What follows belongs to an exercise in optimizing a design on an open flow for small area, a short achievable clock period and few clock cycles per item; a production flow would make more cautious choices.
In this exercise RTL edits were held to simulation tests only and were not proved equivalent to the original.

Setup of before:
==> flow/design.v (excerpt) <==
module chacha20_stream_cipher
(
	input logic clk,
	input logic arst_n,
	input logic cfg_we,
	input logic [CFG_IDX_W-1:0] cfg_idx,
	input logic [CFG_DATA_W-1:0] cfg_wdata,
	input logic in_valid,
	output logic in_ready,
	input logic [68:0] in_payload,
	output logic out_valid,
	input logic out_ready,
	output logic [67:0] out_payload
);
Size: ~6,300 cells after synthesis, about 210 I/O pins, roughly 0.069 mm^2 of cells after synthesis.
==> flow/config.mk <==
export PLATFORM = sky130hd
export DESIGN_NAME = chacha20_stream_cipher
export DESIGN_NICKNAME = chacha20_stream_cipher
export VERILOG_FILES = /design/flow/design.v
export SDC_FILE = /design/flow/constraint.sdc
export NUM_CORES = 4
export LEC_CHECK = 0
export CAP_MARGIN = 30
export CELL_PAD_IN_SITES_DETAIL_PLACEMENT = 0
export CELL_PAD_IN_SITES_GLOBAL_PLACEMENT = 1
export CORE_MARGIN = 2
export CORE_UTILIZATION = 45
export PLACE_DENSITY = 0.55
export SETUP_SLACK_MARGIN = 5
export SLEW_MARGIN = 30
==> flow/constraint.sdc <==
create_clock -name core_clock -period 24.0 [get_ports {clk}]
set_input_delay 4.8000 -clock core_clock [delete_from_list [all_inputs] [get_ports {clk}]]
set_output_delay 4.8000 -clock core_clock [all_outputs]
set_load 0.01 [all_outputs]
standard.sh (not shown) runs the stock make flow with config.mk's settings and CLKGATE_MAP_FILE= SYNTH_SCRIPT=/design/flow/synth_recipe.tcl, a recipe that flattens the netlist after the stock synthesis.
==> flow/flow/run.sh <==
#!/bin/bash
# Standard ORFS layout; repair_timing aims for extra setup slack so that the
# achieved clock period is shorter than the target period.
set -euo pipefail
bash standard.sh SETUP_SLACK_MARGIN=14 finish > standard_flow.log 2>&1
Testbench counts of before, summed over its fixed seeds: cycles 9,144, words 2,260.
diff inputs: before => after
--- a/flow/flow/run.sh
+++ b/flow/flow/run.sh
@@ -5 +5 @@
-bash standard.sh SETUP_SLACK_MARGIN=14 finish > standard_flow.log 2>&1
+bash standard.sh SETUP_SLACK_MARGIN=11.5 finish > standard_flow.log 2>&1
--- a/flow/config.mk
+++ b/flow/config.mk
@@ -12,2 +12,2 @@
-export CORE_UTILIZATION = 45
-export PLACE_DENSITY = 0.55
+export CORE_UTILIZATION = 55
+export PLACE_DENSITY = 0.65
Results
- For maximum number of pins on one net before global-route repair, dividing the value from before by the value from after gives 1.20.
- after: growth of design area from synthesis to finish is 19 points lower than what before reported.
- before leaves more setup margin than after.
- Compared after vs before, and met3 wire length is up in after.
- In the flow results for after and before, the inserted tap cell count is larger on before.
- Compared with before, after shows a lower fraction of area in multi-input gates.
- after: cell count 872 below before

---

== run M ==
chacha20_stream_cipher again, from the RTL that the note above started with.
clock: 24.0 ns
lec_check: 0
cap_margin: 40
cell_pad_in_sites_detail_placement: 0
cell_pad_in_sites_global_placement: 1
core_margin: 2
core_utilization: 35
place_density: 0.45
setup_slack_margin: 5
slew_margin: 40
==> flow/flow/run.sh <==
#!/bin/bash
# Standard ORFS layout; repair_timing aims for extra setup slack so that the
# achieved clock period is shorter than the target period.
set -euo pipefail
bash standard.sh SETUP_SLACK_MARGIN=13 finish > standard_flow.log 2>&1
Run M: done, clean on timing, DRC and antenna
Testbench counts of run M, summed over its fixed seeds: cycles 9,144, words 2,260.
Changes in run X relative to run M:
--- a/flow/config.mk
+++ b/flow/config.mk
@@ -7,3 +7,3 @@
 export LEC_CHECK = 0
-export CAP_MARGIN = 40
+export CAP_MARGIN = 30
 export CELL_PAD_IN_SITES_DETAIL_PLACEMENT = 0
@@ -11,5 +11,5 @@
 export CORE_MARGIN = 2
-export CORE_UTILIZATION = 35
-export PLACE_DENSITY = 0.45
+export CORE_UTILIZATION = 55
+export PLACE_DENSITY = 0.65
 export SETUP_SLACK_MARGIN = 5
-export SLEW_MARGIN = 40
+export SLEW_MARGIN = 30
### Flow results
Run X closes out successfully: all stages finished, all timing, DRC and antenna checks passed. Compared to run M, the router laid down less metal wire for run X. Run M → run X: cell area went down; remaining antenna violation count after routing did not really move.

## what the ideal ports hide
The flow's constraints put no driver on any port. The routed layouts listed below were extracted and timed again, unchanged, in two steps.
Step 1, drivers: a clkbuf_16 drives clk and a buf_2 each remaining input, both assumed.
Step 2 times the ports against the registers' clock, not the clock port: input delays grow and output delays shrink by t, the midpoint of the rising clock arrivals with the driver on.
Three values: ideal ports, drivers, drivers and shift; two values: the first two.
run | shift t [ns] | setup WS [ns] | worst hold slack (ns) | worst register clock-pin slew, ns | cell pins on the clock port's net
before | 0.886 | 12.305 / 12.305 / 12.305 | 0.490 / 0.490 / 0.490 | 0.07 / 0.07 | 1
after | 0.871 | 11.145 / 11.145 / 11.145 | 0.480 / 0.480 / 0.480 | 0.08 / 0.08 | 1
run M | 0.901 | 12.120 / 12.120 / 12.120 | 0.481 / 0.481 / 0.481 | 0.07 / 0.07 | 1
run X | 0.882 | 12.301 / 12.301 / 12.136 | 0.486 / 0.486 / 0.486 | 0.08 / 0.08 | 1
After both steps setup and hold are still met in every run listed. The setup slack of run X, which loses most, moves by 0.000 ns with the drivers and by -0.165 ns with both steps.
